This design comes from an exercise in tuning for small area, a short achievable clock period and few clock cycles per item on the open sky130 flow, not from production work. In this exercise RTL edits were held to simulation tests only and were not proved equivalent to the original. Power and IR drop assume default switching activity.

==> flow/config.mk <==
export PLATFORM = sky130hd
export DESIGN_NAME = int_pipe_top
export DESIGN_NICKNAME = int_pipe_top
export VERILOG_FILES = /design/flow/design.v
export SDC_FILE = /design/flow/constraint.sdc
export NUM_CORES = 4
export LEC_CHECK = 0
export ABC_AREA = 1
export CAP_MARGIN = 20
export CORE_MARGIN = 2
export CORE_UTILIZATION = 40
export SLEW_MARGIN = 20
==> flow/constraint.sdc <==
create_clock -name core_clock -period 7.0 [get_ports {clk}]
set_input_delay 1.4000 -clock core_clock [delete_from_list [all_inputs] [get_ports {clk}]]
set_output_delay 1.4000 -clock core_clock [all_outputs]
set_load 0.01 [all_outputs]
==> flow/design.v <==
`timescale 1ns/1ps
`default_nettype none
package int_pipe_pkg;
    typedef logic [31:0] word_t;
    typedef logic [31:0] instr_t;
    typedef logic [4:0]  reg_addr_t;
    typedef logic [4:0]  shamt_t;
    localparam logic [5:0] OP_SPECIAL = 6'b000000;
    localparam logic [5:0] FN_MOVZ = 6'b001010;
    localparam logic [5:0] FN_MOVN = 6'b001011;
    localparam logic [5:0] FN_SYNC = 6'b001111;
endpackage
`default_nettype wire
`timescale 1ns/1ps
`default_nettype none
import int_pipe_pkg::*;
module instr_decoder (
    input  int_pipe_pkg::instr_t    instr,
    input  logic                    rt_zero,
    output logic                    sel_sum,       
    output logic                    sel_slt,       
    output logic                    sel_g,         
    output logic                    sel_p,         
    output logic                    sel_nor,       
    output logic                    sel_lui,       
    output logic                    sel_shr,       
    output logic                    sel_shl,       
    output logic                    sub,           
    output logic                    lt_signed,
    output logic                    srcb_imm,      
    output logic                    srcb_zero,     
    output logic                    imm_sext,      
    output logic                    sft_var,
    output logic                    sft_left,
    output logic                    sft_arith,
    output logic                    wen,
    output int_pipe_pkg::reg_addr_t dest,
    output logic                    reserved
);
    logic [5:0] op;
    logic [5:0] fn;
    logic       special;
    logic       r_arith;      
    logic       r_log;        
    logic       r_slt;        
    logic       r_sft;        
    logic       r_mov;        
    logic       r_sync;
    logic       i_add;        
    logic       i_slt;        
    logic       i_log;        
    logic       i_lui;        
    logic       any_log;
    logic [1:0] lop;
    assign op      = instr[31:26];
    assign fn      = instr[5:0];
    assign special = (op == OP_SPECIAL);
    assign r_arith = special && (fn[5:2] == 4'b1000);
    assign r_log   = special && (fn[5:2] == 4'b1001);
    assign r_slt   = special && (fn[5:1] == 5'b10101);
    assign r_sft   = special && (fn[5:3] == 3'b000) && (fn[1:0] != 2'b01);
    assign r_mov   = special && (fn[5:1] == 5'b00101);
    assign r_sync  = special && (fn == FN_SYNC);
    assign i_add   = (op[5:1] == 5'b00100);
    assign i_slt   = (op[5:1] == 5'b00101);
    assign i_log   = (op[5:2] == 4'b0011) && (op[1:0] != 2'b11);
    assign i_lui   = (op == 6'b001111);
    assign any_log = r_log || i_log;
    assign lop     = special ? fn[1:0] : op[1:0];
    assign sel_g   = any_log && !lop[1];
    assign sel_p   = (any_log && (lop == 2'b01 || lop == 2'b10)) || r_mov;
    assign sel_nor = r_log && (lop == 2'b11);
    assign sel_lui = i_lui;
    assign sel_sum   = r_arith || i_add;
    assign sel_slt   = r_slt || i_slt;
    assign sel_shr   = r_sft && fn[1];
    assign sel_shl   = r_sft && !fn[1];
    assign sub       = special ? (fn[5] && !fn[2] && fn[1]) : (!op[2] && op[1]);
    assign lt_signed = special ? !fn[0] : !op[0];
    assign srcb_imm  = !special;
    assign srcb_zero = r_mov;
    assign imm_sext  = !op[2];
    assign sft_var   = fn[2];
    assign sft_left  = !fn[1];
    assign sft_arith = fn[0];
    assign reserved = !(r_arith || r_log || r_slt || r_sft || r_mov || r_sync
                        || i_add || i_slt || i_log || i_lui);
    assign wen      = r_mov ? (rt_zero ^ fn[0]) : !(reserved || r_sync);
    assign dest     = (reserved || r_sync) ? 5'd0 : (special ? instr[15:11] : instr[20:16]);
endmodule
`default_nettype wire
`timescale 1ns/1ps
`default_nettype none
import int_pipe_pkg::*;
module exec_unit (
    input  int_pipe_pkg::instr_t    instr,
    input  int_pipe_pkg::word_t     rs_val,
    input  int_pipe_pkg::word_t     rt_val,
    input  logic                    sel_sum,
    input  logic                    sel_slt,
    input  logic                    sel_g,
    input  logic                    sel_p,
    input  logic                    sel_nor,
    input  logic                    sel_lui,
    input  logic                    sel_shr,
    input  logic                    sel_shl,
    input  logic                    sub,
    input  logic                    lt_signed,
    input  logic                    srcb_imm,
    input  logic                    srcb_zero,
    input  logic                    imm_sext,
    input  logic                    sft_var,
    input  logic                    sft_left,
    input  logic                    sft_arith,
    output int_pipe_pkg::word_t     result
);
    logic [15:0]          imm;
    int_pipe_pkg::word_t  srcb;
    int_pipe_pkg::word_t  bx;
    int_pipe_pkg::word_t  p;
    int_pipe_pkg::word_t  g;
    int_pipe_pkg::word_t  cy;
    int_pipe_pkg::word_t  sum;
    int_pipe_pkg::word_t  sft_in;
    int_pipe_pkg::word_t  sft_out;
    int_pipe_pkg::word_t  sft_rev;
    int_pipe_pkg::shamt_t sft_amt;
    logic                 lt;
    logic                 fill;
    assign imm  = instr[15:0];
    assign srcb = srcb_imm ? {{16{imm_sext & imm[15]}}, imm} : (rt_val & {32{!srcb_zero}});
    assign bx   = srcb ^ {32{sub}};
    assign p    = rs_val ^ bx;
    assign g    = rs_val & bx;
    always_comb
    begin
        logic [31:0] gg;
        logic [31:0] pp;
        gg    = g;
        pp    = p;
        gg[0] = g[0] | (p[0] & sub);
        for (int l = 0; l < 5; l++)
            for (int i = 0; i < 32; i++)
                if ((i >> l) & 1)
                begin
                    gg[i] = gg[i] | (pp[i] & gg[((i >> l) << l) - 1]);
                    pp[i] = pp[i] & pp[((i >> l) << l) - 1];
                end
        cy = {gg[30:0], sub};
    end
    assign sum = p ^ cy;
    assign lt = (rs_val[31] ^ srcb[31]) ? (lt_signed ? rs_val[31] : srcb[31]) : sum[31];
    assign sft_amt = sft_var ? rs_val[4:0] : instr[10:6];
    assign fill    = sft_arith & rt_val[31];
    always_comb
    begin
        for (int i = 0; i < 32; i++)
            sft_in[i] = sft_left ? rt_val[31 - i] : rt_val[i];
    end
    assign sft_out = 32'($signed({fill, sft_in}) >>> sft_amt);
    always_comb
    begin
        for (int i = 0; i < 32; i++)
            sft_rev[i] = sft_out[31 - i];
    end
    assign result = ({32{sel_sum}} & sum)
                  | ({32{sel_g}}   & g)
                  | ({32{sel_p}}   & p)
                  | ({32{sel_nor}} & ~(rs_val | srcb))
                  | ({32{sel_lui}} & {imm, 16'h0000})
                  | ({32{sel_slt}} & {31'b0, lt})
                  | ({32{sel_shr}} & sft_out)
                  | ({32{sel_shl}} & sft_rev);
endmodule
`default_nettype wire
`timescale 1ns/1ps
`default_nettype none
import int_pipe_pkg::*;
module result_stage (
    input  logic                     clk,
    input  logic                     reset,
    input  logic                     in_valid,
    output logic                     in_ready,
    input  logic                     sel_wen,
    input  int_pipe_pkg::reg_addr_t  sel_dest,
    input  int_pipe_pkg::word_t      sel_data,
    input  logic                     sel_reserved,
    output logic                     out_valid,
    input  logic                     out_ready,
    output logic                     out_wen,
    output int_pipe_pkg::reg_addr_t  out_dest,
    output int_pipe_pkg::word_t      out_data,
    output logic                     out_reserved
);
    assign in_ready = !out_valid || out_ready;
    always_ff @(posedge clk)
    begin
        if (reset)
            out_valid <= 1'b0;
        else if (in_ready)
            out_valid <= in_valid;
    end
    always_ff @(posedge clk)
    begin
        if (in_valid && in_ready)
        begin
            out_wen      <= sel_wen;
            out_dest     <= sel_dest;
            out_data     <= sel_data;
            out_reserved <= sel_reserved;
        end
    end
endmodule
`default_nettype wire
`timescale 1ns/1ps
`default_nettype none
import int_pipe_pkg::*;
module int_pipe_top (
    input  logic                     clk,
    input  logic                     reset,
    input  logic                     in_valid,
    output logic                     in_ready,
    input  int_pipe_pkg::instr_t     instr,
    input  int_pipe_pkg::word_t      rs_data,
    input  int_pipe_pkg::word_t      rt_data,
    output logic                     out_valid,
    input  logic                     out_ready,
    output logic                     out_wen,
    output int_pipe_pkg::reg_addr_t  out_dest,
    output int_pipe_pkg::word_t      out_data,
    output logic                     out_reserved
);
    logic sel_sum, sel_slt, sel_g, sel_p, sel_nor, sel_lui, sel_shr, sel_shl;
    logic sub, lt_signed, srcb_imm, srcb_zero, imm_sext;
    logic sft_var, sft_left, sft_arith;
    logic wen, reserved;
    int_pipe_pkg::reg_addr_t dest;
    int_pipe_pkg::word_t     result;
    instr_decoder u_instr_decoder (
        .instr     (instr),
        .rt_zero   (rt_data == '0),
        .sel_sum   (sel_sum),
        .sel_slt   (sel_slt),
        .sel_g     (sel_g),
        .sel_p     (sel_p),
        .sel_nor   (sel_nor),
        .sel_lui   (sel_lui),
        .sel_shr   (sel_shr),
        .sel_shl   (sel_shl),
        .sub       (sub),
        .lt_signed (lt_signed),
        .srcb_imm  (srcb_imm),
        .srcb_zero (srcb_zero),
        .imm_sext  (imm_sext),
        .sft_var   (sft_var),
        .sft_left  (sft_left),
        .sft_arith (sft_arith),
        .wen       (wen),
        .dest      (dest),
        .reserved  (reserved)
    );
    exec_unit u_exec_unit (
        .instr     (instr),
        .rs_val    (rs_data),
        .rt_val    (rt_data),
        .sel_sum   (sel_sum),
        .sel_slt   (sel_slt),
        .sel_g     (sel_g),
        .sel_p     (sel_p),
        .sel_nor   (sel_nor),
        .sel_lui   (sel_lui),
        .sel_shr   (sel_shr),
        .sel_shl   (sel_shl),
        .sub       (sub),
        .lt_signed (lt_signed),
        .srcb_imm  (srcb_imm),
        .srcb_zero (srcb_zero),
        .imm_sext  (imm_sext),
        .sft_var   (sft_var),
        .sft_left  (sft_left),
        .sft_arith (sft_arith),
        .result    (result)
    );
    result_stage u_result_stage (
        .clk          (clk),
        .reset        (reset),
        .in_valid     (in_valid),
        .in_ready     (in_ready),
        .sel_wen      (wen),
        .sel_dest     (dest),
        .sel_data     (result),
        .sel_reserved (reserved),
        .out_valid    (out_valid),
        .out_ready    (out_ready),
        .out_wen      (out_wen),
        .out_dest     (out_dest),
        .out_data     (out_data),
        .out_reserved (out_reserved)
    );
endmodule
`default_nettype wire
==> flow/flow/run.sh <==
#!/bin/bash
# The standard layout, with the port buffers made from the smallest plain
# buffer (buf_1) instead of the default delay buffer
export BUFFER_PORTS_ARGS="-buffer_cell sky130_fd_sc_hd__buf_1"
bash standard.sh > standard.log 2>&1
==> flow/standard.sh <==
#!/bin/bash
# synth_recipe.tcl (not shown) runs the flow's synth.tcl, then flattens the netlist and writes it again
# the make line also repeats each setting of config.mk as NAME=value (left out here)
make -C /OpenROAD-flow-scripts/flow DESIGN_CONFIG=/design/flow/config.mk WORK_HOME=/design/flow/orfs CLKGATE_MAP_FILE= SYNTH_SCRIPT=/design/flow/synth_recipe.tcl "${@:-finish}"
==> results.tsv, run 1 <==
metric	value	unit
grt_pass1_vias	8503	
min_path_cells	2	
fin_skew	0.00795	ns
cts_root_buf	clkbuf_16	
routed_via_density	5.61	
ant_nets	0	
grt_overflow	0	
track_usage	0.304	
insertedDiodeCount	0	
wl_per_cell	18.0	um
period_share	0.817	
drc_errors	0	
cts_tree	yes	
fp.dieH	144	um
synth_nets	1517	
rsz0062_at_grt	no	
cts_resized	0	
portBuffers	135	
total_power	1.17	mW
seq_area_frac_synth	0.153	
routed.top_layer	met4	
drtIter0Drc	938	
cts_made_buffers	5	
row_count	51	
nets	1609	
postCtsHoldBufs	0	
synthFlopType	edfxtp_1	
core	19300	sq um
clk_latency	0.29	ns
h-tree-depth	2	
dp_hpwl	24.9	mm
drive_gt1_frac	0.0415	
synth_edf_count	39	
slew_headroom	0.248	
cp.arrival	5.75	ns
vias	9741	
drv_cap	0	
worst_pin_slew	1.12	ns
worst_setup_path_end_kind	flop	
met1_length	13.9	mm
grt_pass1_wl	47.8	mm
yosysUniqueCellTypes	48	
setup_violations	0	
route.met3.wl	2.99	mm
numClockSinks	40	
syn_to_final_growth	9.38	%
critPathLaunchType	input port	
die_area	20600	sq um
critPathMaxFanout	24	
fmax	175	MHz
layout_min_cycle_time	5.72	ns
fp.dieW	144	um
gp_congestion	0.973	
power_density	138	nW/um^2
clockBufferDepth	2	
worstRegToRegCells	2	
yosysTopAreaCell	nand2_1	
path_clk_slew	0.06	ns
dr_wl_met2	13.0	mm
drv_slew	0	
synthArstFlopShare	0	
fin_setup_tns	0	ns
ios	141	
power.leakage	4.05	nW
outcome	no timing/DRC/antenna violations	
synth.top_cell.area_share	0.229	
postSynthCellCount	1378	
path_class	input port to flop	
ys_warn_count	2	
synth_area_leaders	nand2_1, nand3_1, edfxtp_1	
cts_setup_buffers	0	
wl	31.2	mm
grt_max_degree	53	
synth.avg_cell_area	5.65	sq um
hold_path_class	flop to flop	
firstDrtPassIters	6	
hold_viol_final	0	
required	7.03	ns
antenna_found_initial	0	
peakVddDrop	82.6	uV
start_util	0.404	
synth_area	7790	sq um
ys_ff_latch	40	
-- synthesized netlist by cell type, types with 7 or more instances --
library cell,instances
nand3b_1,13
xor2_1,33
inv_1,120
a21oi_1,65
nand4_1,11
nor2_1,89
nor3_1,15
nor4_1,8
o21ai_0,29
edfxtp_1,39
ha_1,34
buf_6,11
buf_2,25
nand3_1,305
clkbuf_1,8
buf_4,13
nand2_1,476
inv_2,7
-- logic make-up (layout without fill, tap and decap cells) --
family	after synthesis	in the layout	share of synthesized area
xor+xnor	36	36	0.0405
buf+inv	192	285	0.114
fa+ha+maj	39	39	0.0674
simple gates	940	940	0.529
compound gates	131	131	0.0965
flops	40	40	0.153
-- cell usage in the layout, fill, tap and decap left out, types with 4 or more instances in the layout --
| master | Yosys | routed |
|---|---|---|
| clkbuf_16 | 0 | 5 |
| nand2_1 | 476 | 476 |
| nand3_1 | 305 | 305 |
| fa_1 | 5 | 5 |
| nor4_1 | 8 | 8 |
| nor2_1 | 89 | 89 |
| xor2_1 | 33 | 33 |
| nand2_2 | 6 | 6 |
| o22ai_1 | 6 | 6 |
| o21ai_1 | 6 | 4 |
| a22oi_1 | 6 | 6 |
| buf_1 | 5 | 134 |
| o21ai_2 | 6 | 8 |
| o21ai_0 | 29 | 29 |
| inv_1 | 120 | 120 |
| inv_2 | 7 | 7 |
| ha_1 | 34 | 34 |
| nor3_1 | 15 | 15 |
| buf_4 | 13 | 12 |
| nand3b_1 | 13 | 13 |
| nand4_1 | 11 | 11 |
| edfxtp_1 | 39 | 39 |
| a21oi_1 | 65 | 64 |
-- per-layer routing --
| layer | global-route usage | up-vias |
|---|---|---|
| met4 | 0.119 | 0 |
| met3 | 0.0357 | 53 |
| met1 | 0.446 | 4465 |
| li1 | - | 4763 |
| met2 | 0.451 | 460 |
| met5 | 0 | - |
-- final timing paths --
kind	startpoint	to	slack (ns)
worst min-delay path	u_result_stage.out_valid	u_result_stage.out_valid	0.54
worst max-delay path	instr[28]	u_result_stage.out_data[17]	1.28
worst max register to register	u_result_stage.out_valid	u_result_stage.out_data[3]	5.68
worst min register to register	u_result_stage.out_valid	u_result_stage.out_valid	0.54
-- per-stage QoR --
step	cell area, sq um	hold WS (ns)	util	std cells	setup WS [ns]
3_3_place_gp	8340	0.521	0.433	1728	1.09
3_5_place_dp	8340	0.537	0.433	1728	1.03
6_report	8520	0.536	0.442	1736	1.28
2_1_floorplan	7790	0.577	-	1378	2.31
5_1_grt	8520	0.583	0.442	1736	0.972
4_1_cts	8520	0.546	0.442	1736	1.33
-- worst max-delay path, cell delays in order --
cell and delay (ns):
buf_1 0.14, nor2_2 0.23, nand3_2 0.08, buf_4 0.22, inv_2 0.34, nand3_1 0.12, nand2_1 0.11, clkinv_1 0.28
buf_4 0.36, xor2_1 0.19, ha_1 0.36, nand2_1 0.13, nor3_1 0.19, nand2_1 0.09, nand2_2 0.28, inv_1 0.11
fa_1 0.42, xnor2_1 0.13, nand2_1 0.07, nand2_1 0.05, a21oi_1 0.10, and3_1 0.22, nand3_1 0.11
-- power breakdown --
part           internal, mW  leakage [nW]  switching (mW)
clock                 0.179        0.0871          0.0986
combinational         0.187          3.57           0.423
sequential            0.280         0.394         0.00423
total                 0.646          4.05           0.526
-- area by class of cell --
type / count / area [sq um]
clock buffer: 6 / 139
tap: 265 / 332
inverter: 130 / 490
sequential: 40 / 1190
timing repair buffer: 147 / 598
clock inverter: 2 / 38.8
fill: 2239 / 10700
multi-input combinational: 1146 / 5730
-- state kept, by name, summed over array words and instances (netlist names) --
signal                       count
u_result_stage.out_dest          5
u_result_stage.out_data         32
u_result_stage.out_valid         1
u_result_stage.out_reserved      1
u_result_stage.out_wen           1
Testbench counts, summed over its fixed seeds: cycles 16,008, items 16,000.
==> inputs of run 2 (changes only) <==
--- a/flow/config.mk
+++ b/flow/config.mk
@@ -6,5 +6,5 @@
 export NUM_CORES = 4
 export LEC_CHECK = 0
-export ABC_AREA = 1
+export ABC_AREA = 0
 export CAP_MARGIN = 20
 export CORE_MARGIN = 2
==> results.tsv, run 2 <==
metric	value	unit
outcome	no timing/DRC/antenna violations	
path_clk_slew	0.06	ns
drtIter0Drc	1051	
row_count	48	
synth_edf_count	39	
ant_nets	0	
fin_area	8020	sq um
cts_setup_buffers	0	
synth.top_cell.area_share	0.165	
layout_min_cycle_time	6.31	ns
largest_reg_flops	32	
firstDrtPassIters	6	
regMostFlops	u_result_stage.out_data	
seq_area_frac_synth	0.168	
vias	8171	
clockBufferDepth	2	
setup_violations	0	
drv_cap	0	
dp_slack	0.608	ns
setup_ws	0.686	ns
hold_viol_final	0	
grt_pass1_vias	7402	
grt_pass1_wl	46.3	mm
power.leakage	2.99	nW
dp_hpwl	24.7	mm
drive_gt1_frac	0.0893	
synth_nets	1009	
grt_overflow	0	
synth_most_common_cell	a21oi_1	
total_power	1.21	mW
yosysTopAreaCell	edfxtp_1	
yosysUniqueCellTypes	68	
power_density	151	nW/um^2
cts_resized	0	
ys_ff_latch	40	
critPathMaxFanout	16	
critPathLaunchType	input port	
cts_tree	yes	
netSwitchingPower	0.521	mW
routed_via_density	6.81	
p_int	0.690	mW
start_util	0.409	
synth_area	7100	sq um
worstRegToRegCells	2	
antenna_found_initial	0	
synthArstFlopShare	0	
fin_skew	0.00456	ns
final_cells	1199	
r2r_setup_slack	5.39	ns
core	17400	sq um
die_area	18800	sq um
fmax	158	MHz
syn_to_final_growth	13.0	%
fin_setup_tns	0	ns
period_share	0.902	
switching_share	0.430	
postCtsHoldBufs	0	
worst_pin_slew	1.15	ns
clk_latency	0.30	ns
fill_cells	1746	
track_usage	0.337	
drv_slew	0	
startpoint	instr[27]	
nets	1112	
cts_made_buffers	5	
portBuffers	135	
min_path_cells	2	
seqPwrFrac	0.235	
gp_congestion	0.994	
fp.dieW	137	um
synth.avg_cell_area	8.16	sq um
ys_warn_count	2	
worst_setup_path_end_kind	flop	
p_clk_frac	0.233	
hold_slack	0.523	ns
postSynthCellCount	870	
r2r-start	u_result_stage.out_valid	
fp.dieH	137	um
wl_per_cell	26.3	um
slew_headroom	0.227	
placed_area	7820	sq um
grt_max_degree	40	
rsz0062_at_grt	no	
cts_root_buf	clkbuf_16	
top_regs	u_result_stage.out_data (32), u_result_stage.out_dest (5)	
combinationalPowerShare	0.532	
wl	31.6	mm
insertedDiodeCount	0	
path_class	input port to flop	
final_cell_mix	buf_1, a21oi_1, nor2_1, nand2_1, o21ai_0	
h-tree-depth	2	
synth_area_leaders	edfxtp_1, mux4_2, mux2i_1	
numClockSinks	40	
min-delay-start	u_result_stage.out_valid	
synthFlopType	edfxtp_1	
utilization	0.462	
synthTopCellsByCount	a21oi_1, nor2_1, nand2_1	
ios	141	
dp.cells	1190	
hold_path_class	flop to flop	
required	7.05	ns
peakVddDrop	89.7	uV
drc_errors	0	
cp.arrival	6.36	ns
layout_commonest_cell	buf_1	
-- run 2: changes by cell type in the layout (fill, tap and decap cells not counted), sizes merged, moves of 18 or more --
cell,delta
inv,-111
nor2,-18
a221oi,+20
mux4,+30
a21o,+18
nand3,-284
xnor2,+18
nand2,-409
mux2i,+46
a221o,+19
-- run 2: cell families after synthesis --
kind of cell	after synthesis	share of synthesized area
compound gates	314	0.305
fa+ha+maj	39	0.0740
simple gates	266	0.176
mux	84	0.175
flops	40	0.168
xor+xnor	44	0.0543
buf+inv	83	0.0486
-- run 2: area by class of cell --
class	instances	area, sq um	area share
sequential	40	1190	0.148
clock inverter	2	38.8	0.00483
tap	225	282	0.0351
inverter	18	67.6	0.00842
multi-input combinational	747	5580	0.696
timing repair buffer	161	723	0.0901
clock buffer	6	139	0.0173
-- run 2: layer usage --
layer / share of wire / vias up / track usage
met2: 0.42 / 567 / 0.503
li1: - / 3638 / -
met1: 0.40 / 3854 / 0.455
met3: 0.11 / 112 / 0.0765
met5: 0 / - / 0
met4: 0.065 / 0 / 0.170
-- run 2: worst paths after layout --
| path | to |
|---|---|
| worst max-delay path | u_result_stage.out_data[29] |
| worst min-delay path | u_result_stage.out_valid |
| worst max register to register | u_result_stage.out_reserved |
| worst min register to register | u_result_stage.out_valid |
-- run 2: critical path, cell delays in order --
cell and delay (ns):
buf_1 0.16, nor4_1 0.74, nand2_1 0.38, buf_4 0.30
o22ai_1 0.46, xor2_1 0.13, ha_1 0.36, o211ai_1 0.11
nor3_1 0.36, o211ai_1 0.20, a21oi_1 0.60, nand2_1 0.23
o311a_1 0.39, xnor2_1 0.17, a221o_1 0.36
-- run 2: power groups by stage --
stage | clock, mW | combinational [mW] | sequential, mW
CTS | 0.284 | 0.620 | 0.285
global placement | 0 | 0.617 | 0.290
global route | 0.291 | 0.685 | 0.286
detailed placement | 0 | 0.617 | 0.290
floorplan | 0 | 0.405 | 0.299
finish | 0.283 | 0.644 | 0.285
==> inputs of run 3 (changes only) <==
--- a/flow/config.mk
+++ b/flow/config.mk
@@ -6,7 +6,8 @@
 export NUM_CORES = 4
 export LEC_CHECK = 0
-export ABC_AREA = 0
+export ABC_AREA = 1
 export CAP_MARGIN = 20
 export CORE_MARGIN = 2
 export CORE_UTILIZATION = 40
+export SETUP_SLACK_MARGIN = 2.8
 export SLEW_MARGIN = 20
==> results.tsv, run 3 <==
metric	value	unit
track_usage	0.317	
routed_via_density	5.67	
worst_setup_path_end_kind	flop	
min-delay-start	u_result_stage.out_valid	
cpPeakStageDelay	0.50	ns
fmax	222	MHz
syn_to_final_growth	26.2	%
critPathLaunchType	input port	
grt_max_degree	53	
fp.dieH	144	um
p_int	0.708	mW
peakVddDrop	79.7	uV
synth.top_cell.area_share	0.229	
synth.avg_cell_area	5.65	sq um
seqPwrFrac	0.220	
drv_cap	0	
combinationalPowerShare	0.573	
synth_nets	1517	
critical_path_buf_inv_count	5	
die_area	20600	sq um
regMostFlops	u_result_stage.out_data	
drtIter0Drc	1211	
core	19300	sq um
firstDrtPassIters	5	
grt_overflow	0	
cp.arrival	4.54	ns
gp_congestion	0.991	
synth_area	7790	sq um
synthArstFlopShare	0	
layout_min_cycle_time	4.51	ns
hold_path_class	flop to flop	
setup_violations	0	
switching_share	0.451	
cts_made_buffers	5	
startpoint	instr[2]	
synth_most_common_cell	nand2_1	
power_density	131	nW/um^2
wl_per_cell	18.7	um
critPathMaxFanout	9	
largest_reg_flops	32	
ios	141	
p_clk_frac	0.207	
seq_area_frac_synth	0.153	
postCtsHoldBufs	0	
wl	33.8	mm
fin_skew	0.00588	ns
vias	10200	
grt_pass1_vias	8805	
clk_latency	0.29	ns
slowest_stage	fa_2	
ys_ff_latch	40	
insertedDiodeCount	0	
power.leakage	4.63	nW
portBuffers	135	
period_share	0.644	
synth_edf_count	39	
critical-path-top-delay-family	simple AND/OR/NAND/NOR gates	
top_regs	u_result_stage.out_data (32), u_result_stage.out_dest (5)	
worst_pin_slew	1.14	ns
drc_errors	0	
yosysUniqueCellTypes	48	
synthTopCellsByCount	nand2_1, nand3_1, inv_1	
fin_setup_tns	0	ns
clockBufferDepth	2	
start_util	0.404	
fp.dieW	144	um
required	7.03	ns
antenna_found_initial	0	
outcome	no timing/DRC/antenna violations	
utilization	0.510	
h-tree-depth	2	
path_class	input port to flop	
cts_tree	yes	
postSynthCellCount	1378	
synthFlopType	edfxtp_1	
slew_headroom	0.240	
grt_pass1_wl	49.7	mm
rsz0062_at_grt	yes	
netSwitchingPower	0.582	mW
yosysTopAreaCell	nand2_1	
cpMostUsedCell	nand2_2	
ys_warn_count	2	
hold_viol_final	0	
synth_area_leaders	nand2_1, nand3_1, edfxtp_1	
numClockSinks	40	
final_cell_mix	nand2_1, nand3_1, buf_1, inv_1, nor2_1	
nets	1679	
path_cells	buf_1 > buf_6 > inv_8 > nand2_2 > nor2_4 > buf_4 > o21ai_1 > o21ai_1 > xor2_1 > ha_1 > nand2_1 > nor2_1 > nand3_2 > nand2_2 > nand2_2 > nand2_4 > inv_2 > fa_2 > nor2_1 > a21oi_1 > nand3_1 > a21oi_2 > nand3_1	
cts_root_buf	clkbuf_16	
r2r-start	u_result_stage.out_valid	
drive_gt1_frac	0.163	
path_clk_slew	0.06	ns
drv_slew	0	
row_count	51	
dp_hpwl	25.0	mm
fill_cells	2066	
layout_commonest_cell	nand2_1	
ant_nets	0	
run 3: cell types whose count changed after synthesis, sizes merged, moves of 16 or more:
cell and delta:
a21o -18, clkbuf -39, mux4 -30, nand3 +284, nand2 +409, buf +36, mux2i -46, nor2 +18
nor3 -16, a221oi -20, a221o -19, xnor2 -18, inv +111
run 3: timing repair:
| item | in CTS | in global routing |
|---|---|---|
| buffers inserted | 32 | 35 |
| pin swaps | 38 | 71 |
| gates cloned | 3 | 0 |
| resized for setup | 97 | 90 |
| endpoints found under the setup margin | 31 | 28 |
run 3: kinds of logic (layout without fill, tap and decap cells):
kind of cell             count (synthesis)  after routing  synth area share
adder cells (fa/ha/maj)                 39             39            0.0674
XOR/XNOR                                36             36            0.0405
AO/OA/AOI/OAI                          131            131            0.0965
AND/OR/NAND/NOR                        940            941             0.529
flip-flops                              40             40             0.153
buffers and inverters                  192            354             0.114
run 3: through the flow:
step / instance area, sq um / power (mW) / std cells / hold slack (ns) / setup slack (ns)
after floorplan: 7860 / 0.724 / 1378 / 0.577 / 2.52
after global placement: 8380 / 0.880 / 1728 / 0.522 / 1.48
after detailed placement: 8380 / 0.887 / 1728 / 0.531 / 1.46
after CTS: 9230 / 1.20 / 1771 / 0.540 / 2.58
after global routing: 9830 / 1.37 / 1806 / 0.570 / 2.39
final: 9830 / 1.29 / 1806 / 0.536 / 2.49
run 3: worst paths after layout:
path / slack (ns) / endpoint / cells after the start
min reg2reg: 0.54 / u_result_stage.out_valid / 2
max reg2reg: 5.67 / u_result_stage.out_data[5] / 2
max: 2.49 / u_result_stage.out_data[16] / 23
min: 0.54 / u_result_stage.out_valid / 2
run 3: final cells by class:
class | instances | area [sq um] | area share
Tap cell | 265 | 332 | 0.0337
Sequential cell | 40 | 1190 | 0.121
Timing Repair inverter | 1 | 8.76 | 0.000891
Clock inverter | 3 | 42.5 | 0.00433
Multi-Input combinational cell | 1147 | 6310 | 0.642
Clock buffer | 5 | 125 | 0.0127
Timing Repair Buffer | 215 | 1300 | 0.132
Inverter | 130 | 518 | 0.0527
run 3: per-layer routing:
metal,part of all wire,vias to the layer above,GRT usage
li1,-,4904,-
met4,0.043,0,0.112
met5,0,-,0
met3,0.11,83,0.0616
met2,0.43,551,0.486
met1,0.41,4704,0.444
run 3: power groups by stage:
stage          registers [mW]  clock network (mW)  logic [mW]
2_1_floorplan           0.298                   0       0.426
3_3_place_gp            0.289                   0       0.591
3_5_place_dp            0.290                   0       0.597
4_1_cts                 0.284               0.267       0.645
5_1_grt                 0.286               0.275       0.811
6_report                0.284               0.266       0.739
run 3: worst reg2reg max path, cell delays in order, from the launching register on:
cell,delay (ns)
dfxtp_1,0.34
a21oi_4,0.14
buf_4,0.46
==> inputs of run 4 (changes only) <==
--- a/flow/config.mk
+++ b/flow/config.mk
@@ -10,4 +10,4 @@
 export CORE_MARGIN = 2
 export CORE_UTILIZATION = 40
-export SETUP_SLACK_MARGIN = 2.8
+export SETUP_SLACK_MARGIN = 2.0
 export SLEW_MARGIN = 20
==> results.tsv, run 4 <==
metric	value	unit
row_count	51	
synth_edf_count	39	
critical-path-top-delay-family	simple AND/OR/NAND/NOR gates	
critPathMaxFanout	24	
routed.top_layer	met5	
slowest_stage	fa_1	
dr_wl_met2	13.2	mm
cts_tree	yes	
period_share	0.685	
antenna_found_initial	1	
synth_most_common_cell	nand2_1	
numClockSinks	40	
rsz0062_at_grt	no	
grt_overflow	0	
hold_path_class	flop to flop	
worst_setup_path_end_kind	flop	
postCtsHoldBufs	0	
grt_pass1_vias	8515	
portBuffers	135	
synth.area.mux_share	0	
dp_hpwl	24.9	mm
fin_setup_tns	0	ns
wl_per_cell	18.0	um
path_clk_slew	0.06	ns
seqPwrFrac	0.241	
ys_ff_latch	40	
vias	9722	
path_class	input port to flop	
switching_share	0.449	
hold_viol_final	0	
synth-xor-area-share	0.0405	
track_usage	0.304	
synthFlopType	edfxtp_1	
ant_nets	0	
ys_warn_count	2	
start_util	0.404	
fin_area	8670	sq um
wl	31.3	mm
synth-simple-area-share	0.529	
path_cells	buf_1 > nor2_4 > nand3_2 > buf_12 > clkinv_8 > nand3_1 > nand2_2 > inv_4 > buf_8 > xor2_1 > ha_1 > nand2_1 > nor3_1 > nand2_1 > nand2_4 > inv_1 > fa_1 > xnor2_1 > nand2_1 > nand2_1 > a21oi_1 > and3_1 > nand3_1	
gp_congestion	0.973	
layout_commonest_cell	nand2_1	
cts_made_buffers	5	
power_density	136	nW/um^2
firstDrtPassIters	8	
route.met3.wl	3.01	mm
clockBufferDepth	2	
outcome	no timing/DRC/antenna violations	
placed_area	8340	sq um
yosys.area_share.adder	0.0674	
cp.arrival	4.82	ns
drc_errors	0	
fp.dieW	144	um
p_clk_frac	0.235	
drv_slew	0	
netSwitchingPower	0.530	mW
synth.top_cell.area_share	0.229	
slew_headroom	0.240	
drv_cap	0	
top_regs	u_result_stage.out_data (32), u_result_stage.out_dest (5)	
final_cell_mix	nand2_1, nand3_1, buf_1, inv_1, nor2_1	
fin_skew	0.00504	ns
peakVddDrop	81.3	uV
setup_violations	0	
synth_top_family_by_area	simple AND/OR/NAND/NOR gates	
yosysTopAreaCell	nand2_1	
utilization	0.450	
clk_latency	0.29	ns
worst_pin_slew	1.13	ns
die_area	20600	sq um
routed_via_density	5.60	
cpMostUsedCell	nand2_1	
grt_max_degree	53	
ios	141	
core	19300	sq um
nets	1610	
synth_area_leaders	nand2_1, nand3_1, edfxtp_1	
syn_to_final_growth	11.3	%
met1_length	13.9	mm
synthArstFlopShare	0	
cts_root_buf	clkbuf_16	
synth_area	7790	sq um
h-tree-depth	2	
combinationalPowerShare	0.524	
largest_reg_flops	32	
critPathLaunchType	input port	
power.leakage	4.09	nW
drive_gt1_frac	0.0550	
synth_nets	1517	
yosysUniqueCellTypes	48	
grt_pass1_wl	47.8	mm
insertedDiodeCount	0	
synthTopCellsByCount	nand2_1, nand3_1, inv_1	
p_int	0.651	mW
critical_path_buf_inv_count	6	
seq_area_frac_synth	0.153	
fp.dieH	144	um
regMostFlops	u_result_stage.out_data	
layout_min_cycle_time	4.80	ns
synth.avg_cell_area	5.65	sq um
fmax	208	MHz
synth_compound_area_frac	0.0965	
required	7.03	ns
cpPeakStageDelay	0.40	ns
postSynthCellCount	1378	
drtIter0Drc	1127	
-- run 4: worst reg2reg max path, delay by kind of cell, from the launching register on --
kind,cells,cell delay [ns]
flip-flops,1,0.34
AO/OA/AOI/OAI,1,0.14
buffers and inverters,1,0.46
-- run 4: logic make-up (layout without fill, tap and decap cells) --
logic type                 after synthesis  in the layout
and+or+nand+nor                        940            940
buffers and inverters                  192            286
AOI/OAI and AO/OA                      131            131
DFF                                     40             40
adders and majority gates               39             39
xor gates and xnor gates                36             36
-- run 4: layer usage --
metal | global-route usage | vias up
met5 | 0 | -
met4 | 0.116 | 2
li1 | - | 4763
met3 | 0.0340 | 64
met1 | 0.447 | 4402
met2 | 0.453 | 491
-- run 4: final timing paths --
kind / from / to / slack (ns) / cells after the start
min reg2reg: u_result_stage.out_valid / u_result_stage.out_valid / 0.54 / 2
max: instr[27] / u_result_stage.out_data[17] / 2.20 / 23
min: u_result_stage.out_valid / u_result_stage.out_valid / 0.54 / 2
max reg2reg: u_result_stage.out_valid / u_result_stage.out_data[3] / 5.68 / 2
-- run 4: stage by stage --
step	power [mW]	instances	setup slack (ns)	hold slack, ns
2_1_floorplan	0.720	1378	2.31	0.577
3_3_place_gp	0.879	1728	1.09	0.521
3_5_place_dp	0.884	1728	1.03	0.537
4_1_cts	1.17	1737	2.04	0.546
5_1_grt	1.27	1737	1.99	0.583
6_report	1.18	1737	2.20	0.537
-- run 4: final cells by class --
cell class              count  area (sq um)
inverters                 130           508
well taps                 265           332
repair buffers            148           636
multi-input cells        1146          5830
clock buffers               6           139
clock inverters             2          38.8
flip-flops and latches     40          1190
fillers                  2229         10600
-- run 4: power groups by stage --
stage / registers [mW] / clock network (mW) / logic, mW
after floorplan: 0.298 / 0 / 0.422
after global placement: 0.289 / 0 / 0.589
after detailed placement: 0.290 / 0 / 0.594
after CTS: 0.285 / 0.280 / 0.602
after global routing: 0.286 / 0.288 / 0.692
final: 0.284 / 0.278 / 0.619
-- run 4: timing repair --
item                                   in CTS  in global routing
cloned                                      0                  0
setup buffers                               1                  0
gates resized for setup                    15                 23
endpoints found under the hold margin       0                  0
setup endpoints to repair                  17                 14
pin swaps                                   1                  0
==> inputs of run 5 (changes only) <==
--- a/flow/config.mk
+++ b/flow/config.mk
@@ -10,4 +10,4 @@
 export CORE_MARGIN = 2
 export CORE_UTILIZATION = 40
-export SETUP_SLACK_MARGIN = 2.0
+export SETUP_SLACK_MARGIN = 2.4
 export SLEW_MARGIN = 20
==> results.tsv, run 5 <==
metric	value	unit
outcome	no timing/DRC/antenna violations	
grt_max_degree	53	
power_density	127	nW/um^2
fp.dieW	144	um
vias	10100	
h-tree-depth	2	
regMostFlops	u_result_stage.out_data	
ant_nets	0	
largest_reg_flops	32	
drv_slew	0	
fill_cells	2117	
fin_setup_tns	0	ns
ys_warn_count	2	
hold_viol_final	0	
wl	32.4	mm
core	19300	sq um
layout_min_cycle_time	4.54	ns
numClockSinks	40	
drc_errors	0	
critPathLaunchType	input port	
setup_ws	2.46	ns
yosysTopAreaCell	nand2_1	
hold_path_class	flop to flop	
cp.arrival	4.56	ns
worst_setup_path_end_kind	flop	
cts_made_buffers	5	
worst_pin_slew	1.24	ns
synth_area	7790	sq um
gp_congestion	1.04	
fin_skew	0.00870	ns
cts_tree	yes	
drtIter0Drc	1369	
dp_slack	1.01	ns
portBuffers	135	
antenna_found_initial	0	
grt_pass1_wl	47.9	mm
synth_nets	1517	
syn_to_final_growth	20.4	%
final_cell_mix	nand2_1, nand3_1, buf_1, inv_1, nor2_1	
rsz0062_at_grt	yes	
fmax	220	MHz
ios	141	
die_area	20600	sq um
synth_most_common_cell	nand2_1	
nets	1659	
track_usage	0.305	
grt_overflow	0	
routed_via_density	5.67	
synth_edf_count	39	
power.leakage	4.42	nW
postSynthCellCount	1378	
synthFlopType	edfxtp_1	
synth_area_leaders	nand2_1, nand3_1, edfxtp_1	
start_util	0.404	
clk_latency	0.29	ns
layout_commonest_cell	nand2_1	
cts_root_buf	clkbuf_16	
insertedDiodeCount	0	
synthTopCellsByCount	nand2_1, nand3_1, inv_1	
grt_pass1_vias	8478	
hold_slack	0.536	ns
clockBufferDepth	2	
seq_area_frac_synth	0.153	
dp_hpwl	24.6	mm
firstDrtPassIters	6	
critPathMaxFanout	8	
setup_violations	0	
required	7.02	ns
slew_headroom	0.171	
peakVddDrop	88.6	uV
drive_gt1_frac	0.113	
ys_ff_latch	40	
path_class	input port to flop	
period_share	0.649	
yosysUniqueCellTypes	48	
wl_per_cell	18.1	um
synthArstFlopShare	0	
fp.dieH	144	um
drv_cap	0	
row_count	51	
synth.top_cell.area_share	0.229	
synth.avg_cell_area	5.65	sq um
path_clk_slew	0.06	ns
top_regs	u_result_stage.out_data (32), u_result_stage.out_dest (5)	
## run 5: per-stage QoR
stage / util / power (mW) / area (sq um) / instances
4_1_cts: 0.457 / 1.13 / 8810 / 1748
3_3_place_gp: 0.433 / 0.876 / 8350 / 1728
5_1_grt: 0.487 / 1.27 / 9380 / 1786
3_5_place_dp: 0.433 / 0.883 / 8350 / 1728
2_1_floorplan: - / 0.721 / 7800 / 1378
6_report: 0.487 / 1.19 / 9380 / 1786
## run 5: routing by layer
layer,vias to the layer above,track usage,share of wire
li1,4874,-,-
met1,4589,0.451,0.42
met2,606,0.437,0.41
met3,65,0.0480,0.12
met4,0,0.125,0.046
met5,-,0,0
## run 5: path summary, 6_finish.rpt
kind                            startpoint                          end  slack [ns]  cells past startpoint
setup / recovery                 instr[29]  u_result_stage.out_data[16]        2.46                     23
hold reg to reg   u_result_stage.out_valid     u_result_stage.out_valid        0.54                      2
setup reg to reg  u_result_stage.out_valid   u_result_stage.out_data[3]        5.71                      2
hold / removal    u_result_stage.out_valid     u_result_stage.out_valid        0.54                      2
## run 5: cell families (layout without fill, tap and decap cells)
logic type               Yosys count  after routing  share of synthesized area
flip-flops                        40             40                      0.153
AND/OR/NAND/NOR                  940            940                      0.529
adder cells (fa/ha/maj)           39             39                     0.0674
buffers and inverters            192            335                      0.114
XOR/XNOR                          36             36                     0.0405
AO/OA/AOI/OAI                    131            131                     0.0965
## run 5: what timing repair did
action,in CTS,in global routing
hold buffers,0,0
pin swaps,9,33
setup buffers,10,34
gates cloned,2,4
setup endpoints to repair,31,21
endpoints found under the hold margin,0,0
gates resized for setup,51,65
## run 5: worst max-delay path, cell delays in order
cell and delay [ns]:
buf_1 0.11, nor2_2 0.16, nand3_4 0.12, buf_12 0.17, clkinv_8 0.06, buf_12 0.11, nand2_8 0.10, o22ai_4 0.21
xor2_2 0.12, ha_1 0.32, nand2_1 0.06, inv_2 0.06, nand2_2 0.06, nor3_2 0.16, nand2_2 0.08, nand2_4 0.08
inv_2 0.04, fa_2 0.52, nor2_1 0.04, a21oi_1 0.14, nand3_1 0.09, a21oi_2 0.17, nand3_1 0.12
## run 5: layout make-up
| class | instances | area (sq um) | area share |
|---|---|---|---|
| multi-input combinational | 1146 | 6040 | 0.643 |
| sequential | 40 | 1190 | 0.127 |
| timing repair buffer | 195 | 1140 | 0.122 |
| inverter | 130 | 520 | 0.0555 |
| tap | 265 | 332 | 0.0353 |
| clock buffer | 6 | 129 | 0.0137 |
| timing repair inverter | 2 | 17.5 | 0.00187 |
| clock inverter | 2 | 12.5 | 0.00133 |
## run 5: where the power goes
part           switching [mW]  internal, mW  total, mW
combinational           0.452         0.229      0.681
clock                  0.0910         0.131      0.222
sequential            0.00385         0.280      0.284
total                   0.547         0.641       1.19
==> inputs of run 6 (changes only) <==
==> flow/flow/run.sh (replaced) <==
#!/bin/bash
# The standard layout with two changes:
#  - synthesis maps with the ABC script in flow/abc_area.script (ABC_AREA=1
#    picks it up from a copy of the ORFS scripts folder; nothing else differs)
#  - the port buffers are the smallest plain buffer (buf_1) instead of the
#    default delay buffer
set -e
rm -rf scripts
cp -r "$FLOW_HOME/scripts" scripts
cp flow/abc_area.script scripts/abc_area.script
export BUFFER_PORTS_ARGS="-buffer_cell sky130_fd_sc_hd__buf_1"
bash standard.sh SCRIPTS_DIR="$PWD/scripts" finish > standard.log 2>&1
==> flow/flow/abc_area.script (new file) <==
strash
dch
amap
topo
--- a/flow/config.mk
+++ b/flow/config.mk
@@ -10,4 +10,4 @@
 export CORE_MARGIN = 2
 export CORE_UTILIZATION = 40
-export SETUP_SLACK_MARGIN = 2.4
+export SETUP_SLACK_MARGIN = 2.0
 export SLEW_MARGIN = 20
==> results.tsv, run 6 <==
metric	value	unit
yosysTopAreaCell	edfxtp_1	
postCtsHoldBufs	0	
drtIter0Drc	1084	
cpPeakStageDelay	0.48	ns
placed_area	7230	sq um
synth_nets	960	
start_util	0.404	
cts_tree	yes	
synth.avg_cell_area	7.41	sq um
fin_skew	0.00602	ns
power_density	145	nW/um^2
critical_path_buf_inv_count	3	
core	15000	sq um
ys_warn_count	2	
min-delay-start	u_result_stage.out_valid	
grt_max_degree	41	
worst_setup_path_end_kind	flop	
yosysUniqueCellTypes	43	
portBuffers	135	
hold_slack	0.679	ns
top_regs	u_result_stage.out_data (32), u_result_stage.out_dest (5)	
insertedDiodeCount	0	
synthFlopType	edfxtp_1	
postSynthCellCount	821	
synth.top_cell.area_share	0.193	
cts_made_buffers	5	
seq_area_frac_synth	0.196	
ys_ff_latch	40	
layout_min_cycle_time	5.50	ns
clk_latency	0.30	ns
setup_violations	0	
numClockSinks	40	
fmax	182	MHz
r2r_setup_slack	5.53	ns
drc_errors	0	
cp.arrival	5.51	ns
outcome	no timing/DRC/antenna violations	
slowest_stage	o21ai_2	
required	7.02	ns
drv_cap	0	
path_cells	buf_1 > clkinv_1 > nand3_2 > o21ai_2 > o21ai_1 > nor2_1 > a21oi_1 > ha_1 > nand3_1 > or3_4 > nor2_2 > nand2_1 > nor2_4 > buf_4 > a31oi_4 > nand2_1 > o21ai_2 > a222oi_1 > o221a_1 > o221ai_2	
track_usage	0.333	
syn_to_final_growth	42.2	%
row_count	45	
layout_commonest_cell	buf_1	
fill_cells	1431	
h-tree-depth	2	
grt_overflow	0	
slew_headroom	0.384	
dp_hpwl	19.8	mm
seq_area	1190	sq um
fp.dieW	127	um
largest_reg_flops	32	
worst_pin_slew	0.921	ns
fin_area	8650	sq um
wl	28.1	mm
synth_area_leaders	edfxtp_1, o22a_1, o22ai_1	
drv_slew	0	
rsz0062_at_grt	yes	
antenna_found_initial	0	
peakVddDrop	87.5	uV
path_clk_slew	0.06	ns
clockBufferDepth	2	
multi_input_area	5270	sq um
fp.dieH	127	um
critPathMaxFanout	7	
routed_via_density	6.82	
ios	141	
vias	8514	
hold_path_class	flop to flop	
synth_most_common_cell	nor2_1	
r2r-start	u_result_stage.out_valid	
path_class	input port to flop	
hold_viol_final	0	
synthArstFlopShare	0	
final_cell_mix	buf_1, nor2_1, clkinv_1, buf_4, o22ai_1	
startpoint	instr[5]	
grt_pass1_vias	7631	
critPathLaunchType	input port	
fin_setup_tns	0	ns
critical-path-top-delay-family	compound AO/OA/AOI/OAI gates	
dp.cells	1170	
final_cells	1249	
synth_area	6080	sq um
regMostFlops	u_result_stage.out_data	
gp_congestion	0.998	
nets	1199	
firstDrtPassIters	5	
synth_edf_count	39	
die_area	16200	sq um
power.leakage	2.97	nW
grt_pass1_wl	42.1	mm
synthTopCellsByCount	nor2_1, clkinv_1, o22ai_1	
drive_gt1_frac	0.217	
wl_per_cell	22.5	um
cts_root_buf	clkbuf_16	
ant_nets	0	
period_share	0.785	
run 6: cells by family after synthesis:
group           share of synthesized area
fa+ha+maj                          0.0864
compound gates                      0.503
flops                               0.196
xor+xnor                          0.00288
simple gates                        0.151
buf+inv                            0.0605
run 6: cell type report:
cell class / instances / share of cell area
Timing Repair inverter: 3 / 0.00637
Timing Repair Buffer: 227 / 0.153
Sequential cell: 40 / 0.138
Tap cell: 188 / 0.0272
Multi-Input combinational cell: 685 / 0.610
Clock buffer: 5 / 0.0145
Clock inverter: 3 / 0.00535
Inverter: 98 / 0.0467
run 6: power by group:
group / total (mW) / leakage (nW) / internal, mW / switching, mW
Clock: 0.274 / 0.0804 / 0.170 / 0.104
Combinational: 0.695 / 2.48 / 0.273 / 0.422
Sequential: 0.282 / 0.405 / 0.279 / 0.00342
Total: 1.25 / 2.97 / 0.721 / 0.530
run 6: final timing paths:
path                                 endpoint  cells after the start
setup reg to reg   u_result_stage.out_data[0]                      3
setup / recovery  u_result_stage.out_data[31]                     20
hold reg to reg      u_result_stage.out_valid                      3
hold / removal       u_result_stage.out_valid                      3
run 6: repair_timing:
| item | 4_1_cts | 5_1_grt |
|---|---|---|
| pin swaps | 32 | 41 |
| hold endpoints to repair | 0 | 0 |
| endpoints found under the setup margin | 29 | 26 |
| cloned | 5 | 0 |
| buffers inserted | 46 | 18 |
| gates resized for setup | 85 | 62 |
run 6: worst register-to-register path, cell delays in order, from the launching register on:
cell and delay [ns]:
dfxtp_1 0.31, nor2b_1 0.17, nor2b_4 0.42, buf_12 0.26
run 6: metal layers:
layer,part of all wire,vias up,track usage,wire (um)
met5,0,-,0,0
met4,0.054,0,0.165,1520
met3,0.096,102,0.0498,2720
met2,0.45,537,0.534,12800
met1,0.40,3985,0.437,11200
li1,-,3890,-,-
run 6: stage by stage:
step	setup WS [ns]	utilization	total power, mW
floorplan	1.39	-	0.666
CTS	1.56	0.546	1.18
global placement	0.620	0.481	0.835
detailed placement	0.479	0.481	0.836
global route	1.31	0.575	1.31
finish	1.50	0.575	1.25
==> inputs of run 7 (changes only) <==
==> flow/flow/abc_area.script (replaced) <==
strash
dch
amap
topo
stime -c
buffer -c
upsize -c
dnsize -c
==> results.tsv, run 7 <==
metric	value	unit
hold_viol_final	0	
yosysTopAreaCell	edfxtp_1	
clockBufferDepth	2	
drv_slew	0	
r2r-start	u_result_stage.out_valid	
utilization	0.546	
power_density	144	nW/um^2
synth_area	6470	sq um
drv_cap	0	
cts_made_buffers	5	
ios	141	
synth_edf_count	39	
firstDrtPassIters	6	
synth.avg_cell_area	7.25	sq um
worstRegToRegCells	3	
top_regs	u_result_stage.out_data (32), u_result_stage.out_dest (5)	
drc_errors	0	
clk_latency	0.29	ns
yosysUniqueCellTypes	62	
synthTopCellsByCount	nor2_1, o22ai_1, inv_1	
die_area	17200	sq um
path_cells	buf_1 > or2_4 > nor3_4 > nand3_4 > buf_6 > nor3_4 > nor2_4 > clkinv_8 > buf_12 > a21oi_4 > fa_2 > a31oi_4 > nor3_2 > a2111oi_4 > inv_2 > a31oi_4 > buf_6 > fa_2 > xnor2_1 > a221oi_1 > o31ai_1 > a21oi_2 > o221ai_2	
ys_warn_count	2	
critPathLaunchType	input port	
r2r_setup_slack	5.43	ns
ys_ff_latch	40	
synth_nets	1031	
fp.dieH	131	um
required	7.01	ns
slowest_stage	fa_2	
critical_path_buf_inv_count	6	
synthFlopType	edfxtp_1	
dp_hpwl	20.1	mm
rsz0062_at_grt	yes	
postCtsHoldBufs	0	
regMostFlops	u_result_stage.out_data	
fin_setup_tns	0	ns
routed_via_density	6.63	
setup_violations	0	
fin_skew	0.00451	ns
seq_area_frac_synth	0.184	
wl_per_cell	22.2	um
track_usage	0.307	
core	15800	sq um
peakVddDrop	94.8	uV
hold_path_class	flop to flop	
syn_to_final_growth	33.6	%
h-tree-depth	2	
worst_pin_slew	1.03	ns
start_util	0.409	
antenna_found_initial	0	
period_share	0.790	
portBuffers	135	
largest_reg_flops	32	
cts_root_buf	clkbuf_16	
critPathMaxFanout	8	
ant_nets	0	
setup_ws	1.47	ns
worst_setup_path_end_kind	flop	
fp.dieW	131	um
power.leakage	3.20	nW
min-delay-start	u_result_stage.out_valid	
outcome	no timing/DRC/antenna violations	
synthArstFlopShare	0	
cts_tree	yes	
numClockSinks	40	
synth_most_common_cell	nor2_1	
synth_area_leaders	edfxtp_1, o22a_1, o22ai_1	
cpPeakStageDelay	0.42	ns
layout_min_cycle_time	5.53	ns
grt_pass1_vias	7553	
grt_max_degree	41	
fin_area	8650	sq um
wl	28.0	mm
path_class	input port to flop	
drive_gt1_frac	0.217	
nets	1184	
critical-path-top-delay-family	compound AO/OA/AOI/OAI gates	
min_path_cells	3	
synth.top_cell.area_share	0.181	
grt_overflow	0	
worstHoldEndpoint	u_result_stage.out_valid	
rr_endpoint	u_result_stage.out_dest[0]	
slew_headroom	0.316	
hold_slack	0.653	ns
cp.arrival	5.53	ns
layout_commonest_cell	buf_1	
gp_congestion	0.950	
placed_area	7320	sq um
final_cell_mix	buf_1, nor2_1, inv_1, o22ai_1	
dp_slack	0.416	ns
insertedDiodeCount	0	
drtIter0Drc	1059	
fmax	181	MHz
postSynthCellCount	892	
vias	8366	
grt_pass1_wl	42.0	mm
path_clk_slew	0.06	ns
row_count	46	
run 7: metrics by stage:
step	power, mW	instances
2_1_floorplan	0.690	892
3_3_place_gp	0.843	1195
3_5_place_dp	0.843	1195
4_1_cts	1.18	1244
5_1_grt	1.30	1262
6_report	1.25	1262
run 7: worst min-delay path: cells and delay by family (launching register included):
family / cells / cell delay, ns
DFF: 1 / 0.30
and+or+nand+nor: 3 / 0.30
run 7: logic make-up (layout without fill, tap and decap cells):
| family | Yosys count | count (layout) | synth area share |
|---|---|---|---|
| AND/OR/NAND/NOR | 213 | 213 | 0.142 |
| AO/OA/AOI/OAI | 429 | 431 | 0.490 |
| buffers and inverters | 169 | 321 | 0.0998 |
| XOR/XNOR | 2 | 2 | 0.00271 |
| adder cells (fa/ha/maj) | 39 | 39 | 0.0812 |
| flip-flops | 40 | 40 | 0.184 |
run 7: power by group:
| part | switching (mW) | internal [mW] | total (mW) |
|---|---|---|---|
| clock | 0.0984 | 0.168 | 0.266 |
| sequential | 0.00357 | 0.279 | 0.282 |
| combinational | 0.425 | 0.273 | 0.698 |
run 7: per-layer routing:
layer | vias up | track usage | wire, um | part of all wire
met3 | 70 | 0.0382 | 2430 | 0.087
met4 | 0 | 0.119 | 1220 | 0.044
met1 | 3988 | 0.394 | 11000 | 0.39
met5 | - | 0 | 0 | 0
met2 | 470 | 0.527 | 13400 | 0.48
li1 | 3838 | - | - | -
run 7: what timing repair did:
action	CTS	global route
resized for setup	83	59
pin swaps	45	33
buffers inserted	36	15
endpoints found under the setup margin	29	27
gates cloned	5	0
run 7: worst max path at each step:
stage                                        to  cells after the start       from
floorplan           u_result_stage.out_data[31]                     23  instr[31]
finish              u_result_stage.out_data[17]                     23  instr[31]
CTS                 u_result_stage.out_data[30]                     21  instr[31]
global placement    u_result_stage.out_data[29]                     18   instr[5]
detailed placement  u_result_stage.out_data[29]                     18   instr[5]
global route        u_result_stage.out_data[31]                     25  instr[31]
run 7: area by class of cell:
cell class / count / area [sq um]
timing repair buffer: 214 / 1250
timing repair inverter: 1 / 16.3
clock inverter: 3 / 42.5
fill: 1528 / 7180
multi-input combinational: 685 / 5350
clock buffer: 5 / 125
sequential: 40 / 1190
tap: 216 / 270
inverter: 98 / 398
==> inputs of run 8 (changes only) <==
==> flow/flow/abc_area.script (replaced) <==
strash
dch
map -a
topo
stime -c
buffer -c
upsize -c
dnsize -c
==> results.tsv, run 8 <==
metric	value	unit
grt_pass1_wl	43.6	mm
period_share	0.715	
setup_ws	2.00	ns
power_density	141	nW/um^2
regMostFlops	u_result_stage.out_data	
grt_overflow	0	
syn_to_final_growth	30.0	%
ys_warn_count	2	
numClockSinks	40	
worst_pin_slew	1.26	ns
peakVddDrop	87.3	uV
hold_viol_final	0	
synth.avg_cell_area	6.29	sq um
critPathMaxFanout	10	
outcome	no timing/DRC/antenna violations	
synth_nets	1222	
ios	141	
hold_path_class	flop to flop	
routed_via_density	6.06	
core	16600	sq um
die_area	18100	sq um
largest_reg_flops	32	
worst_setup_path_end_kind	flop	
dp_slack	0.837	ns
insertedDiodeCount	0	
slowest_stage	a221oi_2	
synthFlopType	edfxtp_1	
drive_gt1_frac	0.174	
drv_slew	0	
fp.dieH	135	um
ant_nets	0	
cpPeakStageDelay	0.40	ns
slew_headroom	0.156	
fin_area	8850	sq um
cp.arrival	5.01	ns
setup_violations	0	
synthTopCellsByCount	nand2_1, o21ai_0, inv_1	
synth_edf_count	39	
cts_root_buf	clkbuf_16	
layout_min_cycle_time	5.00	ns
path_clk_slew	0.07	ns
grt_pass1_vias	7518	
track_usage	0.315	
wl	30.0	mm
cts_made_buffers	5	
seq_area_frac_synth	0.175	
antenna_found_initial	0	
synth_area	6810	sq um
rsz0062_at_grt	yes	
grt_max_degree	48	
path_class	input port to flop	
cts_tree	yes	
ys_ff_latch	40	
critical_path_buf_inv_count	7	
gp_congestion	0.971	
synthArstFlopShare	0	
fp.dieW	135	um
row_count	47	
nets	1368	
start_util	0.409	
final_cell_mix	nand2_1, o21ai_0, buf_1, inv_1, nor2_1	
fin_setup_tns	0	ns
top_regs	u_result_stage.out_data (32), u_result_stage.out_dest (5)	
firstDrtPassIters	6	
layout_commonest_cell	nand2_1	
clk_latency	0.29	ns
portBuffers	135	
fin_skew	0.00631	ns
drv_cap	0	
critical-path-top-delay-family	compound AO/OA/AOI/OAI gates	
power.leakage	3.59	nW
drtIter0Drc	1136	
yosysTopAreaCell	edfxtp_1	
critPathLaunchType	input port	
dp_hpwl	22.7	mm
wl_per_cell	20.7	um
vias	8791	
h-tree-depth	2	
synth.top_cell.area_share	0.172	
clockBufferDepth	2	
synth_area_leaders	edfxtp_1, nand2_1, o21ai_0	
required	7.00	ns
fmax	200	MHz
postSynthCellCount	1083	
yosysUniqueCellTypes	52	
synth_most_common_cell	nand2_1	
path_cells	buf_8 > nor2_4 > inv_2 > nor2_4 > nand2_4 > buf_12 > nor4_4 > nor2_4 > clkinv_4 > xor2_1 > ha_2 > inv_2 > nor2_1 > a221oi_4 > inv_2 > a21oi_4 > buf_4 > nor3_1 > nor4_2 > xor2_1 > a221oi_2 > o221ai_2	
drc_errors	0	
placed_area	7530	sq um
fill_cells	1692	
[run 8: cell count changes in the layout (fill, tap and decap cells not counted), moves of 14 or more]
cell / change
inv_1: +35
nor2_1: -14
a21boi_0: -15
o22a_1: -65
buf_4: -16
o22ai_1: -69
o21ai_0: +112
xor2_1: +26
nand2_1: +176
[run 8: cells by family after synthesis]
group	share of synthesized area
buffers and inverters	0.112
DFF	0.175
and+or+nand+nor	0.238
AOI/OAI and AO/OA	0.343
adders and majority gates	0.0771
xor gates and xnor gates	0.0551
[run 8: worst register-to-register path, stage by stage, from the launching register on]
cell	delay, ns
dfxtp_1	0.34
a21oi_4	0.34
buf_4	0.45
[run 8: path summary, 6_finish.rpt]
path                       startpoint                     endpoint  slack [ns]  depth (start not counted)
max                         instr[27]  u_result_stage.out_data[27]        2.00                         22
max reg2reg  u_result_stage.out_valid   u_result_stage.out_data[5]        5.51                          2
min          u_result_stage.out_valid     u_result_stage.out_valid        0.54                          2
min reg2reg  u_result_stage.out_valid     u_result_stage.out_valid        0.54                          2
[run 8: metrics by stage]
step                      hold WS [ns]   util  power, mW  std cells
after floorplan                  0.577      -      0.678       1083
after global placement           0.522  0.452      0.842       1399
after detailed placement         0.525  0.452      0.846       1399
after CTS                        0.535  0.493       1.17       1425
after global routing             0.594  0.532       1.32       1450
final                            0.539  0.532       1.25       1450
[run 8: layout make-up]
type | instances | area [sq um] | share of cell area
clock buffers | 5 | 125 | 0.0141
multi-input cells | 847 | 5510 | 0.623
clock inverters | 3 | 46.3 | 0.00523
flip-flops and latches | 40 | 1190 | 0.135
repair buffers | 195 | 1140 | 0.129
inverters | 140 | 562 | 0.0634
well taps | 220 | 275 | 0.0311
[run 8: what timing repair did]
item,CTS,global route
gates cloned,1,5
gates resized for setup,86,89
pin swaps,21,49
hold buffers,0,0
setup buffers,17,20
endpoints found under the setup margin,28,26
[run 8: routing by layer]
metal	global-route usage	vias up	share of wire
li1	-	4132	-
met1	0.458	4041	0.42
met2	0.479	547	0.44
met3	0.0387	71	0.10
met4	0.112	0	0.038
met5	0	-	0
[run 8: report_power, final]
group	switching, mW	internal [mW]	leakage [nW]
registers	0.00423	0.280	0.394
logic	0.447	0.247	3.12
clock network	0.103	0.170	0.0804
==> inputs of run 9 (changes only) <==
--- a/flow/config.mk
+++ b/flow/config.mk
@@ -10,4 +10,4 @@
 export CORE_MARGIN = 2
 export CORE_UTILIZATION = 40
-export SETUP_SLACK_MARGIN = 2.0
+export SETUP_SLACK_MARGIN = 1.5
 export SLEW_MARGIN = 20
==> results.tsv, run 9 <==
metric	value	unit
start_util	0.409	
fp.dieH	135	um
cpMostUsedCell	inv_2	
cpPeakStageDelay	0.34	ns
period_share	0.751	
hold_path_class	flop to flop	
insertedDiodeCount	0	
seq_area_frac_synth	0.175	
r2r_setup_slack	5.52	ns
dp.cells	1401	
final_cells	1419	
synth_area	6810	sq um
cts_made_buffers	5	
peakVddDrop	88.7	uV
gp_congestion	0.965	
power.leakage	3.25	nW
wl	28.3	mm
setup_violations	0	
drive_gt1_frac	0.0876	
clk_latency	0.29	ns
yosysTopAreaCell	edfxtp_1	
fin_setup_tns	0	ns
layout_commonest_cell	nand2_1	
grt_max_degree	59	
layout_min_cycle_time	5.26	ns
slew_headroom	0.352	
numClockSinks	40	
synth.avg_cell_area	6.29	sq um
drv_slew	0	
worstHoldEndpoint	u_result_stage.out_valid	
rr_endpoint	u_result_stage.out_data[10]	
synth_area_leaders	edfxtp_1, nand2_1, o21ai_0	
hold_viol_final	0	
drtIter0Drc	1112	
wl_per_cell	19.9	um
min-delay-start	u_result_stage.out_valid	
worst_setup_path_end_kind	flop	
postSynthCellCount	1083	
ant_nets	0	
clockBufferDepth	2	
ios	141	
fmax	190	MHz
cts_tree	yes	
drc_errors	0	
largest_reg_flops	32	
ys_warn_count	2	
worstRegToRegCells	2	
synth_most_common_cell	nand2_1	
worst_pin_slew	0.970	ns
synth.top_cell.area_share	0.172	
drv_cap	0	
min_path_cells	2	
slowest_stage	a2111oi_2	
power_density	144	nW/um^2
critPathMaxFanout	15	
path_cells	buf_1 > buf_4 > inv_1 > nand3_2 > nand2_4 > inv_4 > a21oi_2 > xor2_1 > ha_1 > a21oi_4 > inv_2 > a221oi_4 > inv_2 > a21oi_4 > inv_2 > a2111oi_2 > nand2_1 > xnor2_2 > o21ai_1 > a221oi_2 > o2111ai_1	
dp_hpwl	22.7	mm
hold_slack	0.537	ns
synth_nets	1222	
ys_ff_latch	40	
firstDrtPassIters	5	
outcome	no timing/DRC/antenna violations	
nets	1337	
syn_to_final_growth	17.1	%
grt_overflow	0	
die_area	18100	sq um
cts_root_buf	clkbuf_16	
synthArstFlopShare	0	
top_regs	u_result_stage.out_data (32), u_result_stage.out_dest (5)	
postCtsHoldBufs	0	
row_count	47	
synthFlopType	edfxtp_1	
grt_pass1_wl	43.2	mm
critPathLaunchType	input port	
vias	8440	
yosysUniqueCellTypes	52	
r2r-start	u_result_stage.out_valid	
h-tree-depth	2	
antenna_found_initial	0	
track_usage	0.311	
fp.dieW	135	um
synth_edf_count	39	
fill_cells	1833	
regMostFlops	u_result_stage.out_data	
cp.arrival	5.26	ns
portBuffers	135	
path_clk_slew	0.07	ns
routed_via_density	5.95	
path_class	input port to flop	
rsz0062_at_grt	yes	
required	7.00	ns
fin_skew	0.00820	ns
synthTopCellsByCount	nand2_1, o21ai_0, inv_1	
core	16600	sq um
final_cell_mix	nand2_1, o21ai_0, buf_1, inv_1, nor2_1	
grt_pass1_vias	7620	
-- run 9: cell count changes in the layout (fill, tap and decap cells not counted), sizes merged --
cell | before | now
buf | 189 | 161
bufbuf | 1 | 0
clkbuf | 10 | 8
clkinv | 5 | 3
inv | 135 | 137
-- run 9: worst max-delay path by stage --
stage                     startpoint                           to  slack, ns  cells after the start
after floorplan             instr[1]  u_result_stage.out_data[17]       1.89                     20
after global placement     instr[28]  u_result_stage.out_data[17]       0.90                     23
after detailed placement   instr[28]  u_result_stage.out_data[17]       0.86                     23
after CTS                   instr[3]  u_result_stage.out_data[19]       1.51                     24
after global routing        instr[4]  u_result_stage.out_data[29]       1.48                     25
final                       instr[2]  u_result_stage.out_data[31]       1.74                     21
-- run 9: final cells by class --
cell class	count	area (sq um)	area share
multi-input combinational	847	5050	0.633
clock buffer	5	125	0.0157
timing repair buffer	164	749	0.0940
tap	220	275	0.0345
clock inverter	3	46.3	0.00580
sequential	40	1190	0.149
inverter	140	537	0.0673
-- run 9: cell families after synthesis --
family          Yosys count  share of synthesized area
simple gates            390                      0.238
buf+inv                 196                      0.112
compound gates          376                      0.343
xor+xnor                 42                     0.0551
flops                    40                      0.175
fa+ha+maj                39                     0.0771
-- run 9: metal layers --
layer,track usage,vias to the layer above,part of all wire
li1,-,4076,-
met1,0.444,3866,0.44
met2,0.481,428,0.42
met3,0.0417,70,0.093
met4,0.109,0,0.040
met5,0,-,0
-- run 9: timing repair --
| action | in CTS | in global routing |
|---|---|---|
| setup buffers | 3 | 6 |
| pin swaps | 0 | 3 |
| endpoints found under the setup margin | 13 | 20 |
| gates resized for setup | 18 | 32 |
-- run 9: through the flow --
step / power [mW] / setup WS, ns / utilization / instance area (sq um)
2_1_floorplan: 0.677 / 1.89 / - / 6810
3_3_place_gp: 0.842 / 0.904 / 0.453 / 7540
3_5_place_dp: 0.845 / 0.859 / 0.453 / 7540
4_1_cts: 1.12 / 1.51 / 0.469 / 7800
5_1_grt: 1.23 / 1.48 / 0.479 / 7980
6_report: 1.15 / 1.74 / 0.479 / 7980
-- run 9: critical path: cells and delay by family --
| kind | cells | cell delay (ns) |
|---|---|---|
| adder cells (fa/ha/maj) | 1 | 0.33 |
| buffers and inverters | 7 | 0.81 |
| AO/OA/AOI/OAI | 8 | 1.85 |
| XOR/XNOR | 2 | 0.35 |
| AND/OR/NAND/NOR | 3 | 0.50 |
-- run 9: power by group --
part	leakage, nW	internal [mW]	switching, mW
clock	0.0804	0.170	0.105
combinational	2.78	0.188	0.398
sequential	0.394	0.280	0.00412
total	3.25	0.638	0.508

[what the ideal ports hide]
No port has a modelled driver above. Below, the same layouts with a new extraction and two added sets of constraints.
Step 1, drivers: a clkbuf_16 drives clk and a buf_2 each remaining input, both assumed.
Step 2 also shifts input and output timing later by t, the mid clock arrival at the registers, as if the neighbouring blocks saw the same clock.
Slacks: ideal ports / drivers / drivers and shift; pairs: ideal ports / drivers.
run	t (ns)	setup WS [ns]	worst setup path after step 2	latest minus earliest clock arrival (ns)	worst register clock-pin slew, ns
run 1	0.327	1.281 / 1.301 / 0.974	input to register	0.010 / 0.010	0.06 / 0.06
run 2	0.339	0.686 / 0.703 / 0.364	input to register	0.008 / 0.008	0.07 / 0.07
run 3	0.326	2.491 / 2.496 / 2.170	input to register	0.007 / 0.007	0.06 / 0.06
run 4	0.326	2.204 / 2.223 / 1.897	input to register	0.008 / 0.008	0.06 / 0.06
run 5	0.323	2.459 / 2.466 / 2.143	input to register	0.010 / 0.010	0.06 / 0.06
run 6	0.337	1.504 / 1.517 / 1.180	input to register	0.006 / 0.007	0.06 / 0.06
run 7	0.329	1.473 / 1.493 / 1.165	input to register	0.008 / 0.009	0.07 / 0.07
run 8	0.331	1.998 / 1.987 / 1.656	input to register	0.007 / 0.006	0.07 / 0.07
run 9	0.330	1.743 / 1.763 / 1.433	input to register	0.011 / 0.011	0.07 / 0.07
After both steps setup and hold are still met in every run listed. For run 8, which loses most, drivers alone change the setup slack by -0.011 ns; drivers and shift together by -0.342 ns.
